This design comes from an exercise in tuning for small area, a short achievable clock period and few clock cycles on the open sky130 flow, not from production work. The RTL was checked by simulation tests, not by an equivalence proof against the original design. Power and IR drop assume default switching activity.

File: flow/design.v
package bms_pkg;
  localparam int NOTE_DEPTH = 256;
  localparam int NOTE_AW    = 8;
  localparam int POS_W      = 9;
  localparam int FREQ_W     = 16;
  localparam int NDIV_W     = 7;
  localparam int DM1_W      = 6;
  localparam int ENTRY_W    = FREQ_W + 1 + DM1_W;
  localparam int ELAPSED_W  = 24;
  localparam int REP_W      = 16;
  localparam int TEMPO_W    = 10;
  localparam int MLEN_W     = 9;
  localparam int CFG_W      = 24;
  localparam int WHOLE_W    = 18;
  localparam int LEN_W      = WHOLE_W + 1;
  localparam int ACC_W      = LEN_W + 16;
  localparam int NK         = 3;
  localparam int NNCH       = (WHOLE_W + NK - 1) / NK;
  localparam int NQ_W       = NNCH * NK;
  localparam int WK         = 2;
  localparam int WNCH       = (WHOLE_W + WK - 1) / WK;
  localparam int WQ_W       = WNCH * WK;
  localparam logic [31:0] WHOLE_NUM = 32'd240000;
  localparam logic [1:0] MODE_IDLE   = 2'd0;
  localparam logic [1:0] MODE_GAP    = 2'd1;
  localparam logic [1:0] MODE_BEEP   = 2'd2;
  localparam logic [1:0] MODE_MELODY = 2'd3;
endpackage
import bms_pkg::*;
module bms_notes (
  input  logic               clk,
  input  logic [15:0]        wsel_hi,
  input  logic [15:0]        wsel_lo,
  input  logic [ENTRY_W-1:0] wdata,
  input  logic [15:0]        rsel_hi,
  input  logic [15:0]        rsel_lo,
  output logic [3:0][ENTRY_W-1:0] rdata
);
  logic [ENTRY_W-1:0] mem [NOTE_DEPTH];
  logic [3:0][ENTRY_W-1:0] rd;
  always_ff @(posedge clk) begin
    for (int h = 0; h < 16; h++) begin
      for (int l = 0; l < 16; l++) begin
        if (wsel_hi[h] && wsel_lo[l]) mem[16 * h + l] <= wdata;
      end
    end
  end
  always_comb begin
    logic sel;
    for (int k = 0; k < 4; k++) rd[k] = '0;
    for (int i = 0; i < NOTE_DEPTH; i++) begin
      sel = rsel_hi[i / 16] && rsel_lo[i % 16];
      rd[i / 64] = rd[i / 64] | (mem[i] & {ENTRY_W{sel}});
    end
  end
  always_ff @(posedge clk) begin
    for (int k = 0; k < 4; k++) rdata[k] <= rd[k];
  end
endmodule
import bms_pkg::*;
module bms_div #(
  parameter int RW = 6,    
  parameter int QW = 18,   
  parameter int K  = 3
) (
  input  logic [(2**K)*(RW+K)-1:0] mult,   
  input  logic [RW-1:0]            r_in,
  input  logic [QW-1:0]            q_in,
  output logic [RW-1:0]            r_out,
  output logic [QW-1:0]            q_out,
  output logic [K-1:0]             digit
);
  logic [RW+K-1:0] trial;
  logic [RW+K:0]   diff [2**K];
  logic [2**K-1:0] ge;
  assign trial = {r_in, q_in[QW-1:QW-K]};
  always_comb begin
    for (int k = 0; k < 2**K; k++) begin
      diff[k] = {1'b0, trial} - {1'b0, mult[k*(RW+K) +: RW+K]};
      ge[k]   = !diff[k][RW+K];
    end
    digit = '0;
    r_out = trial[RW-1:0];
    for (int k = 1; k < 2**K; k++) begin
      if (ge[k]) begin
        digit = K'(k);
        r_out = diff[k][RW-1:0];
      end
    end
    q_out = {q_in[QW-K-1:0], digit};
  end
endmodule
import bms_pkg::*;
module bms_mul (
  input  logic [ACC_W-1:0] acc,
  input  logic [NK-1:0]    digit,
  input  logic             dotted,
  input  logic             last,
  output logic [ACC_W-1:0] acc_next
);
  function automatic logic [ACC_W-1:0] term(input logic [NK-1:0] c, input logic d,
                                            input logic l);
    term = ACC_W'(c) * ACC_W'(d ? 32'd88473 : 32'd58982);
    if (d && l && c[0]) term = term - ACC_W'(29491);
  endfunction
  logic [ACC_W-1:0] t;
  always_comb begin
    t = '0;
    for (int i = 0; i < 2**(NK+2); i++) begin
      if ({digit, dotted, last} == (NK+2)'(i)) t = term(NK'(i >> 2), i[1], i[0]);
    end
  end
  assign acc_next = (acc << NK) + t;
endmodule
import bms_pkg::*;
module beep_and_melody_sequencer (
  input  logic             clk,
  input  logic             rst,
  input  logic             s_tvalid,
  output logic             s_tready,
  input  logic [31:0]      s_tdata,    
  input  logic [2:0]       s_tuser,    
  output logic             m_tvalid,
  input  logic             m_tready,
  output logic [47:0]      m_tdata,    
  input  logic             cfg_we,
  input  logic [2:0]       cfg_index,
  input  logic [CFG_W-1:0] cfg_data
);
  localparam logic [2:0] E_IDLE   = 3'd0;
  localparam logic [2:0] E_WAITW1 = 3'd1;
  localparam logic [2:0] E_WAITW  = 3'd2;
  localparam logic [2:0] E_RD1    = 3'd3;
  localparam logic [2:0] E_RD2    = 3'd4;
  localparam logic [2:0] E_DIV    = 3'd5;
  localparam logic [2:0] E_ACC    = 3'd6;
  localparam logic [2:0] E_VALID  = 3'd7;
  localparam int NSK_W  = $clog2(NNCH);
  localparam int NCNT_W = $clog2(NNCH + 1);
  localparam int WSK_W  = $clog2(WNCH);
  localparam int WCNT_W = $clog2(WNCH + 1);
  function automatic int whole_skip(input logic [TEMPO_W-1:0] tm1, input int k, input int qw,
                                    input int nch);
    logic [63:0] t;
    whole_skip = 0;
    t = 64'(tm1) + 64'd1;
    for (int m = 1; m < nch; m++) begin
      if ((t << (qw - k * m)) > 64'(WHOLE_NUM)) whole_skip = m;
    end
  endfunction
  function automatic logic [TEMPO_W-1:0] tempo_m1(input logic [TEMPO_W-1:0] t);
    if (t == '0) tempo_m1 = '0;
    else tempo_m1 = t - TEMPO_W'(1);
  endfunction
  localparam int WMW = TEMPO_W + WK;    
  localparam int NMW = DM1_W + NK;      
  logic [FREQ_W-1:0]    beep_frequency;
  logic [ELAPSED_W-1:0] beep_on_ms;
  logic [ELAPSED_W-1:0] beep_gap_ms;
  logic [REP_W-1:0]     beep_repeats;
  logic                 beep_initial_gap;
  logic [MLEN_W-1:0]    melody_length;
  logic [WHOLE_W-1:0]   whole_new;     
  logic [NSK_W-1:0]     nsk_new;
  logic                 whole_ok;
  logic [TEMPO_W-1:0]   wt;        
  logic [WMW-1:0]       wt3;
  logic [(2**WK)*WMW-1:0] wmult;
  logic [TEMPO_W-1:0]   wr;
  logic [WQ_W-1:0]      wq;
  logic [WCNT_W-1:0]    wcnt;
  logic [TEMPO_W-1:0]   wst_r;
  logic [WQ_W-1:0]      wst_q;
  logic [WK-1:0]        wst_d;
  logic [TEMPO_W-1:0]   cfg_t;
  logic [WSK_W-1:0]     cfg_wsk;
  logic [1:0]           mode;
  logic [ELAPSED_W-1:0] cnt;
  logic [REP_W-1:0]     rl;
  logic [POS_W-1:0]     pos;
  logic                 tone;
  logic [FREQ_W-1:0]    tfreq;
  logic [LEN_W-1:0]     tlimit;
  logic [WHOLE_W-1:0]   whole_mel;
  logic [NSK_W-1:0]     nsk_mel;
  logic                 hit;
  logic                 rl_is1;
  logic                 m_end;
  logic [2:0]           est;
  logic                 nn_valid;
  logic [NOTE_AW-1:0]   ea;
  logic [15:0]          rsel_hi, rsel_lo;    
  logic                 ra_ahead;
  logic [NOTE_AW-1:0]   ea_p1;
  logic                 land_ea, land_ea1;
  logic [ENTRY_W-1:0]   ent;
  logic [3:0][ENTRY_W-1:0] rd_q;
  logic [ENTRY_W-1:0]   rd_ent;
  logic [DM1_W:0]       rd_d;
  logic [NMW-1:0]       nd1, nd3, nd5, nd7;
  logic [(2**NK)*NMW-1:0] nmult;
  logic [DM1_W-1:0]     dr;
  logic [NQ_W-1:0]      dq;
  logic [NCNT_W-1:0]    dcnt;
  logic [DM1_W-1:0]     st_r;
  logic [NQ_W-1:0]      st_q;
  logic [NK-1:0]        st_d;
  logic [NK-1:0]        chunk;
  logic                 chunk_last;
  logic [ACC_W-1:0]     acc, acc_next;
  logic [LEN_W-1:0]     nn_wait;
  logic [LEN_W-1:0]     nn_limit;
  logic [FREQ_W-1:0]    nn_freq;
  logic                 s_rdy;
  logic                 ns_pend;
  logic                 pend_s;
  logic                 accept, complete, emit, o_free;
  logic [ELAPSED_W-1:0] inc, inc2, dec;
  logic [ELAPSED_W-1:0] thr;
  logic                 ge2;
  logic [MLEN_W-1:0]    eff_len, cfg_eff_len;
  logic [POS_W-1:0]     pos_inc;
  logic [1:0]           nx_mode;
  logic [ELAPSED_W-1:0] nx_cnt;
  logic [REP_W-1:0]     nx_rl;
  logic [POS_W-1:0]     nx_pos;
  logic                 nx_tone;
  logic [FREQ_W-1:0]    nx_tfreq;
  logic [LEN_W-1:0]     nx_tlimit;
  logic                 nx_hit, nx_rl_is1, nx_m_end;
  logic                 pend_set, consume, mel_start;
  logic [ENTRY_W-1:0]   wdata;
  logic [NDIV_W-1:0]    wdiv, wmag, weff;
  logic                 we, wr_hit;
  logic [15:0]          wq_hi, wq_lo;    
  logic                 wq_v;
  logic [NOTE_AW-1:0]   wq_a;
  logic [ENTRY_W-1:0]   wq_d;
  assign s_tready = s_rdy;
  assign accept   = s_tvalid && s_rdy;
  assign complete = ns_pend && nn_valid;
  assign o_free   = !m_tvalid || m_tready;
  assign inc      = (cnt == '1) ? cnt : cnt + ELAPSED_W'(1);
  assign inc2     = (cnt >= ELAPSED_W'(24'hFFFFFE)) ? '1 : cnt + ELAPSED_W'(2);
  assign dec      = cnt - ELAPSED_W'(1);
  assign thr      = (mode == MODE_GAP) ? beep_gap_ms : beep_on_ms;
  assign ge2      = inc2 >= thr;
  assign pos_inc  = pos + POS_W'(1);
  assign eff_len  = (melody_length > MLEN_W'(NOTE_DEPTH)) ? MLEN_W'(NOTE_DEPTH) : melody_length;
  assign cfg_eff_len = (cfg_data[MLEN_W-1:0] > MLEN_W'(NOTE_DEPTH)) ? MLEN_W'(NOTE_DEPTH)
                                                                    : cfg_data[MLEN_W-1:0];
  assign nn_freq  = ent[ENTRY_W-1:DM1_W+1];
  assign nn_limit = acc[ACC_W-1:16];
  assign wdiv   = s_tdata[30:24];
  assign wmag   = wdiv[NDIV_W-1] ? NDIV_W'(-wdiv) : wdiv;
  assign weff   = (wdiv == '0) ? NDIV_W'(4) : wmag;
  assign wdata  = {s_tdata[23:8], wdiv[NDIV_W-1], DM1_W'(weff - NDIV_W'(1))};
  assign we     = accept && s_tuser == 3'd4;
  assign ea_p1    = ea + NOTE_AW'(1);
  assign land_ea  = wq_v && wq_a == ea;
  assign land_ea1 = wq_v && wq_a == ea_p1;
  assign wr_hit   = ((we && s_tdata[7:0] == ea) || land_ea)
                    && est != E_IDLE && est != E_WAITW1 && est != E_WAITW;
  always_ff @(posedge clk) begin
    for (int i = 0; i < 16; i++) begin
      wq_hi[i] <= s_tdata[7:4] == 4'(i);
      wq_lo[i] <= we && !rst && s_tdata[3:0] == 4'(i);
    end
    wq_v <= we && !rst;
    wq_a <= s_tdata[7:0];
    wq_d <= wdata;
  end
  bms_notes u_notes (
    .clk      (clk),
    .wsel_hi  (wq_hi),
    .wsel_lo  (wq_lo),
    .wdata    (wq_d),
    .rsel_hi  (rsel_hi),
    .rsel_lo  (rsel_lo),
    .rdata    (rd_q)
  );
  assign rd_ent = rd_q[0] | rd_q[1] | rd_q[2] | rd_q[3];
  assign rd_d   = (DM1_W+1)'(rd_ent[DM1_W-1:0]) + (DM1_W+1)'(1);
  assign nmult = {nd7, NMW'({nd3, 1'b0}), nd5, NMW'({nd1, 2'b0}), nd3, NMW'({nd1, 1'b0}),
                  nd1, NMW'(0)};
  assign wmult = {wt3, WMW'({wt, 1'b0}), WMW'(wt), WMW'(0)};
  bms_div #(.RW(DM1_W), .QW(NQ_W), .K(NK)) u_ndiv (
    .mult  (nmult),
    .r_in  (dr),
    .q_in  (dq),
    .r_out (st_r),
    .q_out (st_q),
    .digit (st_d)
  );
  bms_div #(.RW(TEMPO_W), .QW(WQ_W), .K(WK)) u_wdiv (
    .mult  (wmult),
    .r_in  (wr),
    .q_in  (wq),
    .r_out (wst_r),
    .q_out (wst_q),
    .digit (wst_d)
  );
  bms_mul u_mul (
    .acc      (acc),
    .digit    (chunk),
    .dotted   (ent[DM1_W]),
    .last     (chunk_last),
    .acc_next (acc_next)
  );
  always_comb begin
    nx_mode   = mode;
    nx_cnt    = cnt;
    nx_rl     = rl;
    nx_pos    = pos;
    nx_tone   = tone;
    nx_tfreq  = tfreq;
    nx_tlimit = tlimit;
    nx_hit    = hit;
    nx_rl_is1 = rl_is1;
    nx_m_end  = m_end;
    pend_set  = 1'b0;
    consume   = 1'b0;
    mel_start = 1'b0;
    if (complete) begin
      nx_tone   = 1'b1;
      nx_tfreq  = nn_freq;
      nx_tlimit = nn_limit;
      nx_cnt    = ELAPSED_W'(nn_wait);
      nx_hit    = 1'b0;
      consume   = 1'b1;
    end else if (accept) begin
      case (s_tuser)
        3'd0: begin
          case (mode)
            MODE_GAP: begin
              if (hit) begin
                nx_mode   = MODE_BEEP;
                nx_cnt    = '0;
                nx_tone   = 1'b1;
                nx_tfreq  = beep_frequency;
                nx_tlimit = '0;
                nx_hit    = beep_on_ms <= ELAPSED_W'(1);
              end else begin
                nx_cnt = inc;
                nx_hit = ge2;
              end
            end
            MODE_BEEP: begin
              if (hit) begin
                nx_tone   = 1'b0;
                nx_tfreq  = '0;
                nx_tlimit = '0;
                nx_rl     = rl - REP_W'(1);
                nx_rl_is1 = rl == REP_W'(2);
                if (!rl_is1) begin
                  nx_mode = MODE_GAP;
                  nx_cnt  = '0;
                  nx_hit  = beep_gap_ms <= ELAPSED_W'(1);
                end else begin
                  nx_mode = MODE_IDLE;
                  nx_hit  = 1'b0;
                end
              end else begin
                nx_cnt = inc;
                nx_hit = ge2;
              end
            end
            MODE_MELODY: begin
              if (hit) begin
                nx_tone   = 1'b0;
                nx_tfreq  = '0;
                nx_tlimit = '0;
                nx_pos    = pos_inc;
                nx_hit    = 1'b0;
                nx_m_end  = POS_W'(pos_inc + POS_W'(1)) >= eff_len;
                if (m_end) begin
                  nx_mode = MODE_IDLE;
                  nx_pos  = '0;
                end else if (nn_valid) begin
                  nx_tone   = 1'b1;
                  nx_tfreq  = nn_freq;
                  nx_tlimit = nn_limit;
                  nx_cnt    = ELAPSED_W'(nn_wait);
                  consume   = 1'b1;
                end else begin
                  pend_set = 1'b1;
                end
              end else begin
                nx_cnt = dec;
                nx_hit = cnt == ELAPSED_W'(2);
              end
            end
            default: ;
          endcase
        end
        3'd1: begin
          nx_rl     = (beep_repeats == '0) ? REP_W'(1) : beep_repeats;
          nx_rl_is1 = beep_repeats <= REP_W'(1);
          nx_cnt    = '0;
          nx_tlimit = '0;
          nx_pos    = '0;
          if (beep_initial_gap) begin
            nx_mode  = MODE_GAP;
            nx_tone  = 1'b0;
            nx_tfreq = '0;
            nx_hit   = beep_gap_ms <= ELAPSED_W'(1);
          end else begin
            nx_mode  = MODE_BEEP;
            nx_tone  = 1'b1;
            nx_tfreq = beep_frequency;
            nx_hit   = beep_on_ms <= ELAPSED_W'(1);
          end
        end
        3'd2: begin
          nx_tone   = 1'b0;
          nx_tfreq  = '0;
          nx_tlimit = '0;
          nx_pos    = '0;
          nx_hit    = 1'b0;
          nx_m_end  = melody_length <= MLEN_W'(1);
          if (melody_length == '0) begin
            nx_mode = MODE_IDLE;
          end else begin
            nx_mode   = MODE_MELODY;
            pend_set  = 1'b1;
            mel_start = 1'b1;
          end
        end
        3'd3: begin
          nx_tone   = 1'b0;
          nx_tfreq  = '0;
          nx_tlimit = '0;
          nx_mode   = MODE_IDLE;
          nx_pos    = '0;
          nx_hit    = 1'b0;
        end
        default: ;
      endcase
    end else if (cfg_we) begin
      if (cfg_index == 3'd1 && mode == MODE_BEEP) nx_hit = inc >= cfg_data;
      if (cfg_index == 3'd2 && mode == MODE_GAP)  nx_hit = inc >= cfg_data;
      if (cfg_index == 3'd6) nx_m_end = pos_inc >= cfg_eff_len;
    end
  end
  assign emit = complete || (accept && !pend_set);
  always_ff @(posedge clk) begin
    if (rst) begin
      beep_frequency   <= '0;
      beep_on_ms       <= '0;
      beep_gap_ms      <= '0;
      beep_repeats     <= REP_W'(1);
      beep_initial_gap <= 1'b0;
      melody_length    <= '0;
    end else if (cfg_we) begin
      case (cfg_index)
        3'd0: beep_frequency   <= cfg_data[FREQ_W-1:0];
        3'd1: beep_on_ms       <= cfg_data[ELAPSED_W-1:0];
        3'd2: beep_gap_ms      <= cfg_data[ELAPSED_W-1:0];
        3'd3: beep_repeats     <= cfg_data[REP_W-1:0];
        3'd4: beep_initial_gap <= cfg_data[0];
        3'd6: melody_length    <= cfg_data[MLEN_W-1:0];
        default: ;
      endcase
    end
  end
  always_ff @(posedge clk) begin
    if (rst) begin
      mode   <= MODE_IDLE;
      pos    <= '0;
      tone   <= 1'b0;
      tfreq  <= '0;
      tlimit <= '0;
      hit    <= 1'b0;
    end else begin
      mode   <= nx_mode;
      pos    <= nx_pos;
      tone   <= nx_tone;
      tfreq  <= nx_tfreq;
      tlimit <= nx_tlimit;
      hit    <= nx_hit;
    end
    cnt    <= nx_cnt;
    rl     <= nx_rl;
    rl_is1 <= nx_rl_is1;
    m_end  <= nx_m_end;
  end
  assign cfg_t   = (cfg_data[TEMPO_W-1:0] == '0) ? TEMPO_W'(1) : cfg_data[TEMPO_W-1:0];
  assign whole_new = WHOLE_W'(wq);
  assign cfg_wsk = (cfg_data[TEMPO_W-1:0] >= TEMPO_W'(938)) ? WSK_W'(5)
                 : (cfg_data[TEMPO_W-1:0] >= TEMPO_W'(235)) ? WSK_W'(4) : WSK_W'(0);
  always_ff @(posedge clk) begin
    if (rst) begin
      whole_ok  <= 1'b1;
      wq        <= WQ_W'(WHOLE_NUM / 120);
      nsk_new   <= NSK_W'(whole_skip(TEMPO_W'(119), NK, NQ_W, NNCH));
      wcnt      <= '0;
    end else if (cfg_we && cfg_index == 3'd5) begin
      whole_ok <= 1'b0;
      nsk_new  <= NSK_W'(whole_skip(tempo_m1(cfg_data[TEMPO_W-1:0]), NK, NQ_W, NNCH));
      wt       <= cfg_t;
      wt3      <= WMW'(cfg_t) + WMW'({cfg_t, 1'b0});
      for (int m = 0; m < WNCH; m++) begin
        if (m == 0 || m == 4 || m == 5) begin
          if (cfg_wsk == WSK_W'(m)) begin
            wr   <= TEMPO_W'(WHOLE_NUM >> (WQ_W - WK * m));
            wq   <= WQ_W'(WHOLE_NUM << (WK * m));
            wcnt <= WCNT_W'(WNCH - m);
          end
        end
      end
    end else if (wcnt != '0) begin
      wr   <= wst_r;
      wq   <= wst_q;
      wcnt <= wcnt - WCNT_W'(1);
      if (wcnt == WCNT_W'(1)) whole_ok <= 1'b1;
    end
  end
  always_ff @(posedge clk) begin
    if (rst) begin
      est      <= E_IDLE;
      nn_valid <= 1'b0;
    end else if (mel_start) begin
      est      <= E_WAITW1;
      nn_valid <= 1'b0;
      ea       <= '0;
      rsel_lo  <= 16'd1;
      rsel_hi  <= 16'd1;
      ra_ahead <= 1'b0;
    end else if (consume) begin
      est      <= (ra_ahead && !land_ea1) ? E_RD2 : E_RD1;
      nn_valid <= 1'b0;
      ea       <= ea_p1;
      ra_ahead <= 1'b0;
      if (!ra_ahead) begin
        rsel_lo <= {rsel_lo[14:0], rsel_lo[15]};
        if (rsel_lo[15]) rsel_hi <= {rsel_hi[14:0], rsel_hi[15]};
      end
    end else if (wr_hit) begin
      est      <= E_RD1;
      nn_valid <= 1'b0;
      ra_ahead <= 1'b0;
      if (ra_ahead) begin
        rsel_lo <= {rsel_lo[0], rsel_lo[15:1]};
        if (rsel_lo[0]) rsel_hi <= {rsel_hi[0], rsel_hi[15:1]};
      end
    end else begin
      case (est)
        E_WAITW1: est <= E_WAITW;
        E_WAITW: begin
          if (whole_ok) begin
            whole_mel <= whole_new;
            nsk_mel   <= nsk_new;
            ent       <= rd_ent;
            nd1       <= NMW'(rd_d);
            nd3       <= NMW'(rd_d) * NMW'(3);
            nd5       <= NMW'(rd_d) * NMW'(5);
            nd7       <= NMW'(rd_d) * NMW'(7);
            dr        <= '0;
            dq        <= NQ_W'(whole_new) << (NK * int'(nsk_new));
            dcnt      <= NCNT_W'(NNCH - int'(nsk_new));
            chunk     <= '0;
            acc       <= '0;
            est       <= E_DIV;
            ra_ahead  <= 1'b1;
            rsel_lo   <= {rsel_lo[14:0], rsel_lo[15]};
            if (rsel_lo[15]) rsel_hi <= {rsel_hi[14:0], rsel_hi[15]};
          end
        end
        E_RD1: est <= E_RD2;
        E_RD2: begin
          ent   <= rd_ent;
          nd1   <= NMW'(rd_d);
          nd3   <= NMW'(rd_d) * NMW'(3);
          nd5   <= NMW'(rd_d) * NMW'(5);
          nd7   <= NMW'(rd_d) * NMW'(7);
          dr    <= '0;
          dq    <= NQ_W'(whole_mel) << (NK * int'(nsk_mel));
          dcnt  <= NCNT_W'(NNCH - int'(nsk_mel));
          chunk <= '0;
          acc   <= '0;
          est   <= E_DIV;
          ra_ahead <= 1'b1;
          rsel_lo  <= {rsel_lo[14:0], rsel_lo[15]};
          if (rsel_lo[15]) rsel_hi <= {rsel_hi[14:0], rsel_hi[15]};
        end
        E_DIV: begin
          dr         <= st_r;
          dq         <= st_q;
          chunk      <= st_d;
          chunk_last <= dcnt == NCNT_W'(1);
          acc        <= acc_next;
          dcnt       <= dcnt - NCNT_W'(1);
          if (dcnt == NCNT_W'(1)) est <= E_ACC;
        end
        E_ACC: begin
          acc      <= acc_next;
          nn_wait  <= LEN_W'(dq[WHOLE_W-1:0]) + (ent[DM1_W] ? LEN_W'(dq[WHOLE_W-1:1]) : '0);
          est      <= E_VALID;
          nn_valid <= 1'b1;
        end
        default: ;
      endcase
    end
  end
  always_ff @(posedge clk) begin
    if (rst) begin
      ns_pend  <= 1'b0;
      pend_s   <= 1'b0;
      m_tvalid <= 1'b0;
      s_rdy    <= 1'b1;
    end else begin
      if (pend_set) ns_pend <= 1'b1;
      else if (complete) ns_pend <= 1'b0;
      if (emit) begin
        if (o_free) m_tvalid <= 1'b1;
        else pend_s <= 1'b1;
      end else if (pend_s && o_free) begin
        m_tvalid <= 1'b1;
        pend_s   <= 1'b0;
      end else if (o_free) begin
        m_tvalid <= 1'b0;
      end
      s_rdy <= !(pend_set || (ns_pend && !complete)) && !((emit && !o_free) || (pend_s && !o_free));
    end
  end
  always_ff @(posedge clk) begin
    if (emit && o_free) begin
      m_tdata <= {1'b0, nx_pos, nx_mode, nx_tlimit, nx_tfreq, nx_tone};
    end else if (!emit && pend_s && o_free) begin
      m_tdata <= {1'b0, pos, mode, tlimit, tfreq, tone};
    end
  end
endmodule
File: flow/standard.sh
#!/bin/bash
# synth_recipe.tcl (not shown) runs the flow's synth.tcl, then flattens the netlist and writes it again
# the make line also repeats each setting of config.mk as NAME=value (left out here)
make -C /OpenROAD-flow-scripts/flow DESIGN_CONFIG=/design/flow/config.mk WORK_HOME=/design/flow/orfs CLKGATE_MAP_FILE= SYNTH_SCRIPT=/design/flow/synth_recipe.tcl "${@:-finish}"
File: flow/flow/run.sh
#!/bin/bash
# The standard layout, except that the port buffers are sky130_fd_sc_hd__buf_4 cells
# rather than the delay-cell buffers buffer_ports picks by default, and antenna repair
# gets more iterations after global and detailed routing.
set -euo pipefail
export BUFFER_PORTS_ARGS="-buffer_cell sky130_fd_sc_hd__buf_4"
export MAX_REPAIR_ANTENNAS_ITER_GRT=10
export MAX_REPAIR_ANTENNAS_ITER_DRT=10
bash standard.sh > standard.log 2>&1
File: flow/config.mk
export PLATFORM = sky130hd
export DESIGN_NAME = beep_and_melody_sequencer
export DESIGN_NICKNAME = beep_and_melody_sequencer
export VERILOG_FILES = /design/flow/design.v
export SDC_FILE = /design/flow/constraint.sdc
export NUM_CORES = 4
export LEC_CHECK = 0
export CAP_MARGIN = 20
export CORE_MARGIN = 2
export CORE_UTILIZATION = 35
export PLACE_DENSITY = 0.5
export SETUP_SLACK_MARGIN = 4.7
export SLEW_MARGIN = 20
export SYNTH_MEMORY_MAX_BITS = 8192
export TNS_END_PERCENT = 100
File: flow/constraint.sdc
create_clock -name core_clock -period 8.0 [get_ports {clk}]
set_input_delay 1.6000 -clock core_clock [delete_from_list [all_inputs] [get_ports {clk}]]
set_output_delay 1.6000 -clock core_clock [all_outputs]
set_load 0.01 [all_outputs]
==> impl_metrics.csv, run 1 <==
group,metric,value,unit
synth,synth_top_family_by_area,"compound AO/OA/AOI/OAI gates",
pwr,powerDensity,262.6,nW/um^2
synth,async_flop_share,0,%
route,num_vias,164000,
synth,synth-simple-area-share,5.030,%
clock_tree,numCtsBuffers,671,
route,firstDrtPassIters,28,
placement,dp_hpwl,591300,microns
pwr,swShare,25.34,%
sta,hold_ws,0.4580,ns
clock_tree,cts_buffer_depth,4,
route,drc,0,
sta,slew_violations,0,
global_routing,overflow,0,
clock_tree,insertion_delay,1.14,ns
global_routing,antenna_found_initial,122,
floorplanning,ios,117,
setup_path,endpoint_kind,"flip-flop",
synth,synth_area_leader_cell,"edfxtp_1",
synth,synth_top_area_share,75.02,%
layout,postLayoutCoreUtil,41.30,%
floorplanning,dieHeight,845.7,microns
placement,io_buffers,114,
pwr,seqPwrFrac,49.9,%
clock_tree,cts_max_level,6,
synth,synth_edf_count,6195,
clock_tree,cts-hold-fix-buffers,0,
pwr,pwr-share-comb,10.0,%
floorplanning,initial_core_util,35.07,%
floorplanning,die_x,845.7,microns
clock_tree,root_buffer,"clkbuf_16",
placement,post-place-ws,3.220,ns
setup_path,crit_family,"compound AO/OA/AOI/OAI gates",
setup_path,cp_common_cell,"nand4_1",
pwr,p_clk_share,40.1,%
pwr,irDropWorstVdd,223.1,uV
sta,setup_slack,4.414,ns
synth,avgSynthCellArea,17.06,sq um
layout,num-nets-final,15700,
setup_path,r2r_slack,4.41,ns
layout,final_cells,25340,
global_routing,grt_pass1_wl,1432000,microns
placement,place_inst,23620,
synth,ys.flop_type,"edfxtp_1",
setup_path,reg2reg_depth,14,
sta,max_freq,278.9,MHz
setup_path,crit_slowest_cell,"edfxtp_1",
setup_path,r2r_start,"cnt[18]$_DFFE_PP_",
setup_path,critical_path_class,"flip-flop to flip-flop",
setup_path,reg2reg_to,"hit$_SDFFE_PP0P_",
global_routing,grt_max_degree,197,
sta,tightest_slew,1.286,ns
hold_path,min_from,"beep_frequency[8]$_SDFFE_PP0P_",
layout,area_delta_synth_final,17.77,%
setup_path,crit_required,8.95,ns
layout,fin_area,292100,sq um
sta,rsz0062_at_grt,"true",
sta,min_period_over_period,44.82,%
route,routed_wl,1112000,microns
setup_path,worst-path-buf-inv,1,
sta,slew_headroom,14.17,%
placement,place_congestion,0.8637,
setup_path,cp_slowest_stage_delay,0.43,ns
sta,skew,0.1253,ns
sta,hold_viol,0,
global_routing,grt_pass1_vias,148700,
hold_path,worst_hold_path_type,"flip-flop to flip-flop",
run,cap_violations,0,
route,drtAntennaViolNets,0,
clock_tree,cts_tree,"done",
hold_path,holdPathEnd,"beep_frequency[8]$_SDFFE_PP0P_",
hold_path,holdPathStages,2,
clock_tree,clk_pin_slew,0.06,ns
pwr,p_int,57.26,mW
placement,placed_area,262900,sq um
pwr,p_leak,94.19,nW
floorplanning,num_rows,309,
setup_path,cp_cell_sequence,"nand4_1, nor4b_4, nand4_1, buf_4, xnor2_1, ha_1, nand2b_4, a31oi_4, o21ai_4, a2111oi_4, nor4_4, o31ai_2, a211o_1, a311oi_2",
status,status,"complete, no violations",
layout,fillers,63300,
route,drtIter0Drc,29700,
sta,fin_crit,3.586,ns
synth,postSynthCellCount,14540,
pwr,switchingPower,19.43,mW
floorplanning,core,707100,sq um
floorplanning,dieArea,715300,sq um
setup_path,cp-start-kind,"flip-flop",
route,via_per_inst,6.474,
synth,ys_seq_area_share,77.70,%
synth,synthTopCellsByArea,"edfxtp_1 75%, a22o_1 5.3%, a221oi_1 5.2%, dfxtp_1 2.7%, clkbuf_1 1.5%",
setup_path,cp_max_fo,4,
layout,layout-drive-gt1-share,18.72,%
synth,synthAdderAreaFrac,1.444,%
synth,muxShareOfSynthArea,0.3734,%
route,wl_per_cell,43.90,microns
synth,yosysWarningCount,8,
synth,synth_compound_gate_area_share,12.86,%
setup_path,crit_arrival,4.54,ns
synth,synth.distinct_cells,85,
clock_tree,cts_sinks,6527,
synth,synth-xor-area-share,0.8088,%
synth,synth-seq-cells,6527,
pwr,power,76.70,mW
global_routing,track_usage,29.72,%
synth,syn_area,248000,sq um
synth,synth_nets,14880,
sta,setup_viol,0,
sta,tns,0,ns
worst reg2reg max path, delay by kind of cell, from the launching register on:
kind | cells | cell delay (ns)
DFF | 1 | 0.43
adders and majority gates | 1 | 0.28
and+or+nand+nor | 5 | 1.11
xor gates and xnor gates | 1 | 0.13
AOI/OAI and AO/OA | 6 | 1.26
buffers and inverters | 1 | 0.21
sequential cells by signal, indices dropped and copies added, names as in the netlist, 17 cells and up:
register / cells
m_tdata: 47
beep_gap_ms: 24
nn_wait: 19
acc: 35
tlimit: 19
wq_d: 23
cnt: 24
beep_on_ms: 24
ent: 17
whole_mel: 18
wq: 18
u_notes.mem: 5888
u_notes.rdata: 92
dq: 18
worst max path at each step:
stage,startpoint,endpoint,slack [ns],cells past startpoint
3_3_place_gp,cfg_data[7],wt3[11]$_DFFE_PP_,3.21,15
2_1_floorplan,cfg_data[1],wt3[11]$_DFFE_PP_,3.55,17
3_5_place_dp,s_tvalid,chunk[2]$_SDFFCE_PN0P_,3.22,9
6_report,cnt[18]$_DFFE_PP_,hit$_SDFFE_PP0P_,4.41,14
5_1_grt,cnt[16]$_DFFE_PP_,hit$_SDFFE_PP0P_,4.26,14
4_1_cts,cnt[2]$_DFFE_PP_,hit$_SDFFE_PP0P_,4.44,15
synth_stat cells, drive strengths merged, types with 17 or more instances:
library cell and n:
o31ai 17, nand4 396, xor2 91, nor3 83, a22oi 72, nor2b 50, and2 553, buf 19
nand3 67, a31oi 25, nand2 504, mux2i 61, and3 29, o211ai 32, nor2 355, a211oi 48
edfxtp 6195, clkbuf 1004, or3 24, nand2b 47, or4 117, nor4 41, a21oi 327, dfxtp 332
xnor2 138, o21a 33, a22o 1493, o21ai 225, ha 255, inv 151, a221oi 1467, fa 19
a21o 52
logic make-up after synthesis:
family,Yosys count
flops,6527
buf+inv,1176
mux,83
other cells,1
xor+xnor,229
fa+ha+maj,275
simple gates,2327
compound gates,3922
power groups by stage:
stage / Sequential, mW / Clock, mW / Combinational (mW)
after detailed placement: 39.1 / 0 / 6.66
final: 38.3 / 30.8 / 7.64
after CTS: 38.3 / 30.9 / 7.11
after floorplan: 39.2 / 0 / 3.30
after global placement: 39.1 / 0 / 6.62
after global routing: 38.3 / 32.1 / 7.81
area by class of cell:
| class | instances | area, sq um | share of cell area [%] |
|---|---|---|---|
| antenna | 104 | 260.3 | 0.08911 |
| inverter | 153 | 675.6 | 0.2313 |
| clock buffer | 895 | 18300 | 6.266 |
| multi-input combinational | 6841 | 54270 | 18.58 |
| clock inverter | 328 | 2749 | 0.9412 |
| tap | 9330 | 11670 | 3.997 |
| sequential | 6527 | 192800 | 66.01 |
| timing repair buffer | 1160 | 11350 | 3.886 |
layer usage:
layer	global-route usage (%)	vias to the layer above	wire length (microns)
met4	15.00	44	71780
met1	39.53	86190	409800
li1	-	61890	-
met3	7.819	2802	146000
met2	45.11	13100	484400
met5	0	-	299
cells in the final DEF (no fill, tap or decap), types with 34 or more instances in the layout:
cell type	instances
buf_8	44
clkbuf_1	182
edfxtp_1	6195
clkinv_2	99
diode_2	104
dfxtp_1	298
a211oi_1	42
or4_4	74
mux2i_1	61
nor2_1	326
o21ai_0	188
ha_1	223
nand3_1	63
a221oi_2	84
xnor2_1	131
buf_6	151
buf_4	841
buf_12	91
and2_4	131
and2_1	137
nor3_1	70
nand2b_1	38
a221oi_1	1374
nor4_1	34
a21oi_1	306
a22oi_1	70
a21o_1	50
nand2_1	489
and2_2	286
or4_1	43
a22o_1	1490
xor2_1	86
nor2b_1	46
clkbuf_16	707
clkinv_1	146
inv_1	132
nand4_1	396
repair_timing:
| action | in CTS | in global routing |
|---|---|---|
| pin swaps | 179 | 190 |
| endpoints found under the setup margin | 388 | 262 |
| resized for setup | 606 | 416 |
| cloned | 9 | 15 |
| setup buffers | 215 | 152 |
Testbench counts, summed over its fixed seeds: cycles 12,519.
==> run 2: changes to the inputs <==
--- a/flow/config.mk
+++ b/flow/config.mk
@@ -10,4 +10,6 @@
 export CORE_UTILIZATION = 35
+export CTS_CLUSTER_DIAMETER = 60
+export CTS_CLUSTER_SIZE = 20
 export PLACE_DENSITY = 0.5
-export SETUP_SLACK_MARGIN = 4.7
+export SETUP_SLACK_MARGIN = 5
 export SLEW_MARGIN = 20
==> impl_metrics.csv, run 2 <==
group,metric,value,unit
clock_tree,numCtsBuffers,459,
run,cap_violations,0,
clock_tree,cts_buffer_depth,4,
sta,min_period_over_period,45.19,%
layout,fillers,62330,
sta,hold_viol,0,
clock_tree,cts_tree,"done",
floorplanning,ios,117,
layout,multi_input_area,57870,sq um
synth,ys_seq_area_share,77.70,%
setup_path,cp-start-kind,"flip-flop",
floorplanning,core,707100,sq um
placement,placed_area,263500,sq um
global_routing,track_usage,31.08,%
clock_tree,root_buffer,"clkbuf_16",
layout,final_cells,25710,
route,routed_wl,1171000,microns
global_routing,grt_pass1_wl,1486000,microns
sta,tns,0,ns
setup_path,worst-path-buf-inv,3,
sta,slew_headroom,12.47,%
clock_tree,cts_max_level,5,
global_routing,grt_max_degree,145,
global_routing,antenna_found_initial,130,
setup_path,crit_family,"simple AND/OR/NAND/NOR gates",
layout,regMostFlops,"u_notes.mem",
route,drtIter0Drc,33230,
layout,largest_reg_flops,5888,
synth,synthTopCellsByArea,"edfxtp_1 75%, a22o_1 5.3%, a221oi_1 5.2%, dfxtp_1 2.7%, clkbuf_1 1.5%",
clock_tree,clk_pin_slew,0.08,ns
synth,synth.distinct_cells,85,
route,num_vias,169700,
synth,async_flop_share,0,%
sta,max_freq,276.6,MHz
clock_tree,insertion_delay,1.13,ns
placement,place_congestion,0.8666,
synth,yosysWarningCount,8,
global_routing,overflow,0,
floorplanning,initial_core_util,35.07,%
setup_path,cp_cell_sequence,"buf_12, buf_4, and2_1, buf_8, a22o_1, a221oi_2, nand4_1, or4_4",
layout,area_delta_synth_final,21.57,%
sta,hold_ws,0.4605,ns
synth,postSynthCellCount,14540,
route,via_per_inst,6.600,
setup_path,cp_slowest_stage_delay,0.86,ns
global_routing,grt_pass1_vias,149800,
layout,layout_commonest_cell,"edfxtp_1",
layout,top_regs,"u_notes.mem: 5888 flops, u_notes.rdata: 92 flops, m_tdata: 47 flops",
layout,fin_area,301500,sq um
sta,fin_crit,3.615,ns
pwr,p_leak,98.15,nW
setup_path,cp_max_fo,23,
synth,avgSynthCellArea,17.06,sq um
sta,rsz0062_at_grt,"true",
placement,post-place-ws,3.235,ns
sta,tightest_slew,1.311,ns
route,firstDrtPassIters,26,
setup_path,critical_path_class,"flip-flop to flip-flop",
floorplanning,num_rows,309,
layout,num-nets-final,16230,
floorplanning,die_x,845.7,microns
setup_path,crit_required,8.97,ns
route,drc,0,
clock_tree,cts_sinks,6527,
pwr,power,73.17,mW
synth,synth.most_common_cell,"edfxtp_1",
floorplanning,dieHeight,845.7,microns
sta,setup_viol,0,
placement,dp_hpwl,597200,microns
sta,skew,0.1475,ns
synth,ys.flop_type,"edfxtp_1",
layout,layout_common_cells,"6195 x edfxtp_1, 1477 x a22o_1, 1114 x buf_4",
synth,syn_area,248000,sq um
placement,place_inst,23630,
sta,slew_violations,0,
layout,seq_area,192800,sq um
synth,synth_area_leader_cell,"edfxtp_1",
placement,io_buffers,114,
synth,synth-seq-cells,6527,
pwr,irDropWorstVdd,194.7,uV
synth,synth_top_area_share,75.02,%
status,status,"complete, no violations",
pwr,powerDensity,242.7,nW/um^2
hold_path,worst_hold_path_type,"flip-flop to flip-flop",
setup_path,crit_arrival,4.59,ns
layout,layout-drive-gt1-share,25.29,%
setup_path,crit_slowest_cell,"nand4_1",
route,drtAntennaViolNets,0,
synth,synth_nets,14880,
layout,postLayoutCoreUtil,42.63,%
synth,synthTopCellsByCount,"6195 x edfxtp_1, 1493 x a22o_1, 1467 x a221oi_1",
synth,synth_edf_count,6195,
route,wl_per_cell,45.55,microns
setup_path,endpoint_kind,"flip-flop",
sta,setup_slack,4.385,ns
floorplanning,dieArea,715300,sq um
-- run 2: final timing paths --
kind                                            startpoint                          to  slack (ns)  depth (start not counted)
worst min register to register  beep_on_ms[0]$_SDFFE_PP0P_  beep_on_ms[0]$_SDFFE_PP0P_        0.46                          2
worst min-delay path            beep_on_ms[0]$_SDFFE_PP0P_  beep_on_ms[0]$_SDFFE_PP0P_        0.46                          2
worst max register to register   rsel_lo[14]$_SDFFCE_PP0P_   u_notes.rdata[81]$_DFF_P_        4.38                          8
worst max-delay path             rsel_lo[14]$_SDFFCE_PP0P_   u_notes.rdata[81]$_DFF_P_        4.38                          8
-- run 2: routing by layer --
metal  part of all wire [%]  vias to the layer above  global-route usage (%)
met5                  0.048                        -                       0
met4                    7.0                       76                   17.16
met3                     14                     3163                   9.529
met2                     43                    14530                   45.85
met1                     36                    89040                   40.98
li1                       -                    62880                       -
-- run 2: layout make-up --
class                           instances  area share (%)
Inverter                              153          0.2220
Clock inverter                        302           1.219
Sequential cell                      6527           63.96
Clock buffer                          515           3.964
Timing Repair Buffer                 1904           7.456
Antenna cell                          138          0.1146
Tap cell                             9330           3.872
Multi-Input combinational cell       6840           19.20
-- run 2: repair_timing --
action | 4_1_cts | 5_1_grt
endpoints found under the setup margin | 518 | 454
hold buffers | 0 | 0
gates cloned | 61 | 21
gates resized for setup | 1699 | 687
buffers inserted | 717 | 327
pin swaps | 407 | 413
-- run 2: worst register-to-register path: cells and delay by family (launching register included) --
family	cells	cell delay, ns
AO/OA/AOI/OAI	2	0.54
buffers and inverters	3	0.59
AND/OR/NAND/NOR	3	1.87
flip-flops	1	0.46
-- run 2: power breakdown --
group / switching [mW] / leakage [nW] / internal [mW] / total, mW
registers: 0.383 / 58.4 / 37.8 / 38.2
clock network: 13.1 / 7.53 / 12.6 / 25.7
logic: 5.94 / 32.2 / 3.33 / 9.28
total: 19.4 / 98.1 / 53.7 / 73.2
-- run 2: logic make-up after synthesis --
kind of cell	Yosys count	share of synthesized area (%)
XOR/XNOR	229	0.8088
AND/OR/NAND/NOR	2327	5.030
flip-flops	6527	77.70
multiplexers	83	0.3734
other	1	0.001512
AO/OA/AOI/OAI	3922	12.86
adder cells (fa/ha/maj)	275	1.444
buffers and inverters	1176	1.784
==> run 3: changes to the inputs <==
--- a/flow/config.mk
+++ b/flow/config.mk
@@ -13,3 +13,3 @@
 export PLACE_DENSITY = 0.5
-export SETUP_SLACK_MARGIN = 5
+export SETUP_SLACK_MARGIN = 4.7
 export SLEW_MARGIN = 20
==> impl_metrics.csv, run 3 <==
group,metric,value,unit
pwr,power,71.35,mW
synth,synth_top_family_by_area,"compound AO/OA/AOI/OAI gates",
route,firstDrtPassIters,28,
sta,min_period_over_period,44.80,%
pwr,irDropWorstVdd,238.5,uV
layout,area_delta_synth_final,15.73,%
clock_tree,root_buffer,"clkbuf_16",
synth,synth-seq-cells,6527,
floorplanning,initial_core_util,35.07,%
synth,synth-simple-area-share,5.030,%
floorplanning,dieHeight,845.7,microns
synth,synth_edf_count,6195,
sta,rsz0062_at_grt,"true",
synth,async_flop_share,0,%
clock_tree,cts-hold-fix-buffers,0,
synth,ys.flop_type,"edfxtp_1",
layout,largest_reg_flops,5888,
sta,skew,0.1536,ns
synth,avgSynthCellArea,17.06,sq um
route,num_vias,163300,
pwr,powerDensity,248.6,nW/um^2
floorplanning,num_rows,309,
synth,postSynthCellCount,14540,
layout,num-nets-final,15530,
layout,fillers,63610,
pwr,p_clk_share,35.6,%
pwr,swShare,26.20,%
global_routing,grt_pass1_vias,146700,
pwr,p_leak,91.75,nW
clock_tree,insertion_delay,1.13,ns
floorplanning,die_x,845.7,microns
setup_path,crit_arrival,4.53,ns
synth,synthAdderAreaFrac,1.444,%
route,drtIter0Drc,29680,
layout,top_regs,"u_notes.mem: 5888 flops, u_notes.rdata: 92 flops, m_tdata: 47 flops",
layout,regMostFlops,"u_notes.mem",
global_routing,grt_max_degree,197,
synth,synth-xor-area-share,0.8088,%
synth,synth_compound_gate_area_share,12.86,%
global_routing,overflow,0,
setup_path,crit_start,"cnt[16]$_DFFE_PP_",
route,routed_wl,1112000,microns
placement,io_buffers,114,
sta,slew_headroom,14.03,%
global_routing,grt_pass1_wl,1429000,microns
route,wl_per_cell,44.50,microns
sta,setup_viol,0,
layout,fin_area,287000,sq um
layout,layout_common_cells,"6195 x edfxtp_1, 1486 x a22o_1, 1377 x a221oi_1",
clock_tree,cts_max_level,5,
global_routing,track_usage,29.70,%
sta,fin_crit,3.584,ns
pwr,pwr-share-comb,10.8,%
run,cap_violations,0,
layout,layout-drive-gt1-share,18.36,%
synth,synth.distinct_cells,85,
synth,yosysWarningCount,8,
synth,synth_area_leader_cell,"edfxtp_1",
floorplanning,dieArea,715300,sq um
sta,max_freq,279.0,MHz
placement,post-place-ws,3.220,ns
hold_path,holdPathStages,2,
synth,syn_area,248000,sq um
status,status,"complete, no violations",
setup_path,reg2reg_to,"hit$_SDFFE_PP0P_",
setup_path,critical_path_class,"flip-flop to flip-flop",
synth,synth_nets,14880,
floorplanning,ios,117,
synth,synthTopCellsByCount,"6195 x edfxtp_1, 1493 x a22o_1, 1467 x a221oi_1",
layout,postLayoutCoreUtil,40.59,%
synth,synth_top_area_share,75.02,%
sta,hold_viol,0,
synth,synthTopCellsByArea,"edfxtp_1 75%, a22o_1 5.3%, a221oi_1 5.2%, dfxtp_1 2.7%, clkbuf_1 1.5%",
sta,setup_slack,4.416,ns
setup_path,timing.critical_path.to,"hit$_SDFFE_PP0P_",
sta,tightest_slew,1.288,ns
synth,synth.most_common_cell,"edfxtp_1",
layout,layout_commonest_cell,"edfxtp_1",
placement,dp_hpwl,591300,microns
pwr,p_int,52.66,mW
hold_path,worst_hold_path_type,"flip-flop to flip-flop",
setup_path,r2r_start,"cnt[16]$_DFFE_PP_",
clock_tree,cts_tree,"done",
clock_tree,numCtsBuffers,463,
synth,muxShareOfSynthArea,0.3734,%
placement,place_congestion,0.8637,
floorplanning,core,707100,sq um
global_routing,antenna_found_initial,119,
setup_path,cp-start-kind,"flip-flop",
setup_path,cp_max_fo,6,
clock_tree,clk_pin_slew,0.06,ns
setup_path,reg2reg_depth,14,
setup_path,crit_required,8.95,ns
sta,tns,0,ns
route,via_per_inst,6.534,
pwr,seqPwrFrac,53.6,%
clock_tree,cts_sinks,6527,
clock_tree,cts_buffer_depth,4,
placement,placed_area,262900,sq um
pwr,switchingPower,18.69,mW
synth,ys_seq_area_share,77.70,%
sta,slew_violations,0,
setup_path,endpoint_kind,"flip-flop",
route,drc,0,
hold_path,min_from,"beep_gap_ms[0]$_SDFFE_PP0P_",
route,drtAntennaViolNets,0,
setup_path,r2r_slack,4.42,ns
[run 3: cell counts after synthesis]
No cell type changed its count.
[run 3: final cells by class]
type                    instances  area (sq um)  share of cell area, %
diodes                         99         247.7                0.08632
clock inverters               309          3522                  1.227
clock buffers                 528         12080                  4.209
multi-input cells            6840         54190                  18.88
well taps                    9330         11670                  4.068
flip-flops and latches       6527        192800                  67.17
repair buffers               1200         11860                  4.132
inverters                     153         650.6                 0.2267
[run 3: what timing repair did]
item                       4_1_cts  5_1_grt
setup buffers                  238      168
gates resized for setup        618      386
pin swaps                      169      187
cloned                          12       13
setup endpoints to repair      364      250
[run 3: worst min path at each step]
stage | to | slack (ns)
after floorplan | beep_gap_ms[0]$_SDFFE_PP0P_ | 0.43
after global placement | beep_gap_ms[0]$_SDFFE_PP0P_ | 0.45
after detailed placement | beep_gap_ms[0]$_SDFFE_PP0P_ | 0.45
after CTS | beep_gap_ms[0]$_SDFFE_PP0P_ | 0.46
after global routing | beep_frequency[9]$_SDFFE_PP0P_ | 0.48
final | beep_gap_ms[0]$_SDFFE_PP0P_ | 0.46
[run 3: metrics by stage]
stage          hold WS, ns  std cells
6_report            0.4556      24990
5_1_grt             0.4818      24950
4_1_cts             0.4553      24710
3_5_place_dp        0.4470      23620
3_3_place_gp        0.4498      23610
2_1_floorplan       0.4329      14540
[run 3: metal layers]
metal | track usage, % | wire length [microns] | up-vias
met3 | 7.677 | 140300 | 2697
met1 | 39.55 | 413000 | 86600
li1 | - | - | 61360
met5 | 0 | 272 | -
met2 | 44.92 | 486700 | 12570
met4 | 15.41 | 71680 | 36
[run 3: worst max-delay path: stages, from the launching register on]
cell,delay (ns)
edfxtp_1,0.43
nand4_1,0.24
nor4b_4,0.41
nand4_1,0.21
buf_4,0.19
nand2_2,0.14
nor2_1,0.11
xor2_1,0.17
ha_1,0.32
nand4_1,0.09
buf_4,0.17
a21oi_1,0.38
o31ai_2,0.11
a211o_1,0.27
a311oi_1,0.25
[run 3: cell families (layout without fill, tap and decap cells)]
logic type / after synthesis / count (layout)
buffers and inverters: 1176 / 2190
multiplexers: 83 / 83
other: 1 / 100
AO/OA/AOI/OAI: 3922 / 3924
flip-flops: 6527 / 6527
XOR/XNOR: 229 / 229
AND/OR/NAND/NOR: 2327 / 2328
adder cells (fa/ha/maj): 275 / 275
[run 3: power by group through the flow]
stage	Sequential [mW]	Combinational, mW	Clock (mW)
floorplan	39.2	3.30	0
global placement	39.1	6.62	0
detailed placement	39.1	6.66	0
CTS	38.2	7.16	25.5
global route	38.2	7.88	26.6
finish	38.2	7.72	25.4
==> run 4: changes to the inputs <==
--- a/flow/config.mk
+++ b/flow/config.mk
@@ -9,6 +9,6 @@
 export CORE_MARGIN = 2
-export CORE_UTILIZATION = 35
+export CORE_UTILIZATION = 48
 export CTS_CLUSTER_DIAMETER = 60
 export CTS_CLUSTER_SIZE = 20
-export PLACE_DENSITY = 0.5
+export PLACE_DENSITY = 0.58
 export SETUP_SLACK_MARGIN = 4.7
==> impl_metrics.csv, run 4 <==
group,metric,value,unit
clock_tree,cts_buffer_depth,4,
sta,rsz0062_at_grt,"true",
floorplanning,core,513700,sq um
synth,synth.most_common_cell,"edfxtp_1",
sta,hold_ws,0.4668,ns
global_routing,track_usage,39.04,%
synth,ys.flop_type,"edfxtp_1",
layout,layout_commonest_cell,"edfxtp_1",
pwr,power,71.43,mW
layout,layout_common_cells,"6195 x edfxtp_1, 1491 x a22o_1, 1408 x a221oi_1",
synth,synth_nets,14880,
floorplanning,initial_core_util,48.28,%
synth,postSynthCellCount,14540,
global_routing,grt_pass1_vias,150400,
route,drc,0,
sta,min_period_over_period,45.45,%
layout,layout-drive-gt1-share,17.02,%
synth,avgSynthCellArea,17.06,sq um
synth,synth_area_leader_cell,"edfxtp_1",
global_routing,overflow,0,
global_routing,antenna_found_initial,120,
clock_tree,cts_tree,"done",
layout,top_regs,"u_notes.mem: 5888 flops, u_notes.rdata: 92 flops, m_tdata: 47 flops",
global_routing,grt_pass1_wl,1365000,microns
sta,skew,0.09848,ns
setup_path,timing.critical_path.to,"hit$_SDFFE_PP0P_",
placement,io_buffers,114,
clock_tree,root_buffer,"clkbuf_16",
sta,max_freq,275.0,MHz
synth,syn_area,248000,sq um
hold_path,worst_hold_path_type,"flip-flop to flip-flop",
global_routing,grt_util_met2,57.75,%
status,status,"complete, no violations",
sta,setup_viol,0,
setup_path,r2r_start,"cnt[2]$_DFFE_PP_",
pwr,p_leak,91.02,nW
layout,fillers,39460,
floorplanning,dieHeight,722.8,microns
pwr,irDropWorstVdd,263.5,uV
clock_tree,insertion_delay,1.11,ns
synth,yosysWarningCount,8,
sta,slew_headroom,10.26,%
setup_path,crit_arrival,4.57,ns
setup_path,reg2reg_depth,15,
setup_path,crit_required,8.93,ns
sta,hold_viol,0,
setup_path,reg2reg_to,"hit$_SDFFE_PP0P_",
layout,regMostFlops,"u_notes.mem",
synth,synth-seq-cells,6527,
placement,post-place-ws,3.211,ns
synth,async_flop_share,0,%
route,wl_per_cell,47.17,microns
setup_path,critical_path_class,"flip-flop to flip-flop",
route,firstDrtPassIters,7,
run,cap_violations,0,
global_routing,use_met1,49.82,%
setup_path,endpoint_kind,"flip-flop",
clock_tree,numCtsBuffers,467,
floorplanning,dieArea,522400,sq um
global_routing,grt_use_met3,13.09,%
clock_tree,cts_sinks,6527,
floorplanning,num_rows,263,
placement,placed_area,259700,sq um
sta,slew_violations,0,
clock_tree,cts_max_level,5,
clock_tree,cts-hold-fix-buffers,0,
layout,largest_reg_flops,5888,
setup_path,cp_max_fo,4,
clock_tree,clk_pin_slew,0.06,ns
sta,tightest_slew,1.344,ns
sta,tns,0,ns
sta,fin_crit,3.636,ns
route,drtIter0Drc,33860,
setup_path,crit_start,"cnt[2]$_DFFE_PP_",
sta,setup_slack,4.364,ns
floorplanning,die_x,722.8,microns
layout,fin_area,282700,sq um
layout,area_delta_synth_final,14.01,%
setup_path,r2r_slack,4.36,ns
synth,synthTopCellsByArea,"edfxtp_1 75%, a22o_1 5.3%, a221oi_1 5.2%, dfxtp_1 2.7%, clkbuf_1 1.5%",
synth,synth.distinct_cells,85,
synth,synth_top_area_share,75.02,%
placement,place_congestion,0.8967,
route,routed_wl,1061000,microns
synth,synth_edf_count,6195,
synth,ys_seq_area_share,77.70,%
global_routing,grt_busiest_layer,"met2",
layout,multi_input_area,53730,sq um
placement,dp_hpwl,556000,microns
route,via_per_inst,7.392,
floorplanning,ios,117,
setup_path,cp-start-kind,"flip-flop",
global_routing,grt_max_degree,193,
layout,seq_area,192800,sq um
route,num_vias,166200,
pwr,powerDensity,252.7,nW/um^2
layout,num-nets-final,15440,
route,drtAntennaViolNets,0,
synth,synthTopCellsByCount,"6195 x edfxtp_1, 1493 x a22o_1, 1467 x a221oi_1",
run 4: changes by cell type in the layout (fill, tap and decap cells not counted), sizes merged:
cell / previous run / this run
buf: 1180 / 1087
clkinvlp: 30 / 52
clkinv: 156 / 140
diode: 99 / 115
bufinv: 38 / 51
clkbuf: 542 / 549
bufbuf: 6 / 2
a21oi: 329 / 328
nor2: 355 / 356
run 4: cells by family (layout without fill, tap and decap cells):
family / Yosys count / after routing / synth area share [%]
other: 1 / 116 / 0.001512
and+or+nand+nor: 2327 / 2329 / 5.030
DFF: 6527 / 6527 / 77.70
adders and majority gates: 275 / 275 / 1.444
AOI/OAI and AO/OA: 3922 / 3923 / 12.86
buffers and inverters: 1176 / 2119 / 1.784
muxes: 83 / 83 / 0.3734
xor gates and xnor gates: 229 / 229 / 0.8088
run 4: timing repair:
item,4_1_cts,5_1_grt
gates resized for setup,336,481
pin swaps,114,162
endpoints found under the setup margin,392,319
gates cloned,5,19
setup buffers,184,118
endpoints found under the hold margin,0,0
run 4: layer usage:
| metal | share of wire [%] | wire, microns | up-vias |
|---|---|---|---|
| met5 | 0.098 | 1041 | - |
| met4 | 8.0 | 85340 | 86 |
| met3 | 16 | 171600 | 3874 |
| met2 | 43 | 451900 | 16610 |
| met1 | 33 | 351000 | 84450 |
| li1 | - | - | 61230 |
run 4: worst min-delay path by stage:
stage / startpoint / endpoint / slack (ns) / cells after the start
CTS: beep_frequency[15]$_SDFFE_PP0P_ / beep_frequency[15]$_SDFFE_PP0P_ / 0.47 / 2
finish: beep_frequency[15]$_SDFFE_PP0P_ / beep_frequency[15]$_SDFFE_PP0P_ / 0.47 / 2
floorplan: beep_gap_ms[0]$_SDFFE_PP0P_ / beep_gap_ms[0]$_SDFFE_PP0P_ / 0.43 / 2
global placement: beep_on_ms[0]$_SDFFE_PP0P_ / beep_on_ms[0]$_SDFFE_PP0P_ / 0.44 / 2
detailed placement: beep_frequency[15]$_SDFFE_PP0P_ / beep_frequency[15]$_SDFFE_PP0P_ / 0.46 / 2
global route: beep_frequency[15]$_SDFFE_PP0P_ / beep_frequency[15]$_SDFFE_PP0P_ / 0.49 / 2
run 4: layout make-up:
class	count	share of cell area [%]
flip-flops and latches	6527	68.19
multi-input cells	6840	19.00
repair buffers	1107	3.685
inverters	153	0.2328
clock inverters	328	1.411
clock buffers	531	4.326
well taps	6890	3.049
diodes	115	0.1018
run 4: critical path, cell delays in order, from the launching register on:
cell and delay [ns]:
edfxtp_1 0.47, ha_4 0.18, nand4_1 0.18, nor3_2 0.31
nand3_2 0.17, nor2_4 0.15, xnor2_1 0.14, nand2_1 0.08
ha_1 0.30, nand4_1 0.13, a2111o_1 0.40, a31oi_4 0.19
o31ai_2 0.11, a221o_1 0.31, a21o_1 0.18, a311oi_1 0.21
run 4: where the power goes:
part           leakage, nW  internal [mW]  switching, mW
clock network         7.77           13.0           12.8
registers             58.4           37.8          0.424
logic                 24.8           2.27           5.13
run 4: stage by stage:
stage,std cells,utilization [%]
3_5_place_dp,21190,50.56
5_1_grt,22410,55.00
3_3_place_gp,21180,50.55
4_1_cts,22230,54.32
6_report,22490,55.04
2_1_floorplan,14540,-
==> run 5: changes to the inputs <==
==> flow/flow/run.sh (replaced) <==
#!/bin/bash
# The standard layout, except that the port buffers are sky130_fd_sc_hd__buf_4 cells
# rather than the delay-cell buffers buffer_ports picks by default, clock tree synthesis
# builds no dummy loads, and antenna repair gets more iterations after global and
# detailed routing.
set -euo pipefail
export BUFFER_PORTS_ARGS="-buffer_cell sky130_fd_sc_hd__buf_4"
export CTS_ARGS="-sink_clustering_enable -repair_clock_nets -sink_clustering_size 20 -sink_clustering_max_diameter 60 -dont_use_dummy_load"
export MAX_REPAIR_ANTENNAS_ITER_GRT=10
export MAX_REPAIR_ANTENNAS_ITER_DRT=10
bash standard.sh > standard.log 2>&1
--- a/flow/config.mk
+++ b/flow/config.mk
@@ -7,10 +7,8 @@
 export LEC_CHECK = 0
-export CAP_MARGIN = 20
+export CAP_MARGIN = 10
 export CORE_MARGIN = 2
-export CORE_UTILIZATION = 48
-export CTS_CLUSTER_DIAMETER = 60
-export CTS_CLUSTER_SIZE = 20
-export PLACE_DENSITY = 0.58
+export CORE_UTILIZATION = 35
+export PLACE_DENSITY = 0.5
 export SETUP_SLACK_MARGIN = 4.7
-export SLEW_MARGIN = 20
+export SLEW_MARGIN = 10
 export SYNTH_MEMORY_MAX_BITS = 8192
==> impl_metrics.csv, run 5 <==
group,metric,value,unit
status,status,"complete, no violations",
route,drc,0,
synth,synth-seq-cells,6527,
floorplanning,core,707100,sq um
synth,synth-simple-area-share,5.030,%
clock_tree,cts-hold-fix-buffers,0,
placement,post-place-ws,3.186,ns
synth,synthAdderAreaFrac,1.444,%
clock_tree,cts_max_level,5,
route,firstDrtPassIters,28,
synth,ys.flop_type,"edfxtp_1",
layout,layout-drive-gt1-share,17.31,%
sta,slew_violations,0,
pwr,irDropWorstVdd,199.3,uV
setup_path,cp-start-kind,"flip-flop",
route,met2_length,486400,microns
route,wl_met1,411000,microns
floorplanning,ios,117,
sta,max_freq,273.4,MHz
layout,regMostFlops,"u_notes.mem",
setup_path,cp_slowest_stage_delay,0.93,ns
floorplanning,num_rows,309,
synth,synth_top_area_share,75.02,%
synth,muxShareOfSynthArea,0.3734,%
clock_tree,cts_buffer_depth,4,
synth,postSynthCellCount,14540,
global_routing,track_usage,29.60,%
route,routed_wl,1112000,microns
setup_path,cp_common_cell,"buf_12",
setup_path,worst-path-buf-inv,4,
layout,layout_common_cells,"6195 x edfxtp_1, 1489 x a22o_1, 1379 x a221oi_1",
synth,synth_area_leader_cell,"edfxtp_1",
sta,setup_viol,0,
route,drtIter0Drc,28590,
global_routing,overflow,0,
setup_path,crit_required,8.76,ns
layout,largest_reg_flops,5888,
sta,skew,0.1883,ns
synth,async_flop_share,0,%
route,topRoutingLayerUsed,"met5",
floorplanning,die_x,845.7,microns
layout,num-nets-final,15580,
layout,fin_area,283500,sq um
clock_tree,numCtsBuffers,460,
synth,syn_area,248000,sq um
sta,tns,0,ns
setup_path,endpoint_kind,"flip-flop",
layout,layout_commonest_cell,"edfxtp_1",
floorplanning,dieHeight,845.7,microns
setup_path,crit_slowest_cell,"or4_4",
synth,synth_top_family_by_area,"compound AO/OA/AOI/OAI gates",
sta,fin_crit,3.658,ns
clock_tree,root_buffer,"clkbuf_16",
synth,yosysWarningCount,8,
global_routing,grt_pass1_wl,1423000,microns
layout,area_delta_synth_final,14.32,%
run,cap_violations,0,
clock_tree,cts_sinks,6527,
global_routing,grt_max_degree,197,
global_routing,grt_pass1_vias,146000,
setup_path,crit_arrival,4.42,ns
synth,synth.most_common_cell,"edfxtp_1",
setup_path,critical_path_class,"flip-flop to flip-flop",
placement,io_buffers,114,
route,drtAntennaViolNets,0,
synth,synthTopCellsByCount,"6195 x edfxtp_1, 1493 x a22o_1, 1467 x a221oi_1",
route,num_vias,162700,
synth,synth_compound_gate_area_share,12.86,%
clock_tree,cts_tree,"done",
pwr,p_leak,90.06,nW
synth,synth-xor-area-share,0.8088,%
synth,ys_seq_area_share,77.70,%
placement,place_congestion,0.8637,
sta,slew_headroom,7.179,%
clock_tree,clk_pin_slew,0.07,ns
floorplanning,dieArea,715300,sq um
placement,placed_area,262800,sq um
route,wl_met3,142200,microns
pwr,powerDensity,237.9,nW/um^2
synth,synth_nets,14880,
synth,synth.distinct_cells,85,
setup_path,crit_family,"simple AND/OR/NAND/NOR gates",
sta,min_period_over_period,45.72,%
placement,dp_hpwl,590600,microns
route,wl_per_cell,45.08,microns
sta,hold_viol,0,
synth,synth_edf_count,6195,
global_routing,antenna_found_initial,112,
floorplanning,initial_core_util,35.07,%
synth,avgSynthCellArea,17.06,sq um
layout,top_regs,"u_notes.mem: 5888 flops, u_notes.rdata: 92 flops, m_tdata: 47 flops",
sta,rsz0062_at_grt,"true",
sta,tightest_slew,1.390,ns
sta,setup_slack,4.342,ns
setup_path,cp_cell_sequence,"buf_12, buf_12, and2_4, buf_12, buf_16, a22o_1, a221oi_4, nand4_1, or4_4",
clock_tree,insertion_delay,1.12,ns
synth,synthTopCellsByArea,"edfxtp_1 75%, a22o_1 5.3%, a221oi_1 5.2%, dfxtp_1 2.7%, clkbuf_1 1.5%",
setup_path,cp_max_fo,8,
route,via_per_inst,6.598,
hold_path,worst_hold_path_type,"flip-flop to flip-flop",
## run 5: cell count changes in the layout (fill, tap and decap cells not counted), sizes merged, moves of 15 or more
cell      previous run  this run
inv                238       143
diode              115       100
clkinv             140        10
bufinv              51         0
clkinvlp            52         0
clkbuf             549       480
buf               1087      1229
## run 5: path summary, 6_finish.rpt
check | cells past startpoint | to | slack (ns) | startpoint
worst max-delay path | 9 | u_notes.rdata[81]$_DFF_P_ | 4.34 | rsel_lo[3]$_SDFFCE_PP0P_
worst max register to register | 9 | u_notes.rdata[81]$_DFF_P_ | 4.34 | rsel_lo[3]$_SDFFCE_PP0P_
worst min-delay path | 2 | beep_frequency[8]$_SDFFE_PP0P_ | 0.46 | beep_frequency[8]$_SDFFE_PP0P_
worst min register to register | 2 | beep_frequency[8]$_SDFFE_PP0P_ | 0.46 | beep_frequency[8]$_SDFFE_PP0P_
## run 5: cells by family (layout without fill, tap and decap cells)
kind of cell | Yosys count | after routing
AO/OA/AOI/OAI | 3922 | 3926
XOR/XNOR | 229 | 229
adder cells (fa/ha/maj) | 275 | 275
buffers and inverters | 1176 | 1865
flip-flops | 6527 | 6527
multiplexers | 83 | 83
other | 1 | 101
AND/OR/NAND/NOR | 2327 | 2328
## run 5: timing repair
| action | in CTS | in global routing |
|---|---|---|
| resized for setup | 640 | 420 |
| buffers inserted | 259 | 204 |
| pin swaps | 226 | 205 |
| gates cloned | 7 | 24 |
| endpoints found under the setup margin | 377 | 293 |
## run 5: metal layers
metal,global-route usage [%],vias to the layer above
li1,-,61040
met1,39.28,86110
met2,45.05,12780
met3,7.689,2777
met4,14.99,38
met5,0,-
## run 5: area by class of cell
type                            count  area [sq um]
Multi-Input combinational cell   6842         54320
Sequential cell                  6527        192800
Tap cell                         9330         11670
Inverter                          153         699.4
Antenna cell                      100         250.2
Timing Repair Buffer             1252         12250
Clock buffer                      460         11510
Fill cell                       63840        423600
## run 5: stage by stage
step | hold WS, ns | util, % | total power [mW] | std cells
after global routing | 0.4844 | 40.07 | 68.73 | 24610
after detailed placement | 0.4492 | 37.17 | 45.71 | 23610
final | 0.4584 | 40.09 | 67.44 | 24660
after floorplan | 0.4329 | - | 42.45 | 14540
after CTS | 0.4555 | 39.49 | 66.83 | 24340
after global placement | 0.4498 | 37.16 | 45.68 | 23610
## run 5: where the power goes
part,leakage (nW),total (mW),switching (mW),internal [mW]
clock,5.67,21.5,11.4,10.1
combinational,26.0,7.74,5.32,2.42
sequential,58.4,38.2,0.369,37.9
## run 5: worst register-to-register path, cell delays in order, from the launching register on
cell and delay, ns:
edfxtp_1 0.47, buf_12 0.18, buf_12 0.14, and2_4 0.16, buf_12 0.14, buf_16 0.16
a22o_1 0.27, a221oi_4 0.20, nand4_1 0.65, or4_4 0.94

[separate check: timing with driven ports]
The results above use ideal ports. As a check the final layouts listed here were re-extracted and re-timed, cells and wires unchanged. Step 1: set_driving_cell puts a clkbuf_16 on clk and a buf_2 on each other input, an assumption about the parent block. Step 2 moves the port delays by t, midway between the first and last clock arrival at a register: inputs arrive t later, outputs are due t later. That takes back most of the time a late clock gives input paths. Three values: no drivers, after step 1, after step 2; two values: the first two.
run | t, ns | setup slack, ns | worst setup path at the end | clock arrival spread, ns | cell pins on the clock port's net
run 1 | 1.228 | 4.414 / 4.414 / 3.538 | input to register | 0.146 / 0.147 | 1
run 2 | 1.201 | 4.385 / 4.385 / 3.577 | input to register | 0.168 / 0.168 | 1
run 3 | 1.198 | 4.416 / 4.416 / 3.544 | input to register | 0.183 / 0.184 | 1
run 4 | 1.179 | 4.364 / 4.364 / 3.517 | input to register | 0.111 / 0.111 | 1
run 5 | 1.173 | 4.342 / 4.342 / 3.547 | input to register | 0.211 / 0.210 | 1
After both steps every run listed still meets setup and hold. For run 1, which loses most, drivers alone change the setup slack by 0.000 ns; drivers and shift together by -0.876 ns.
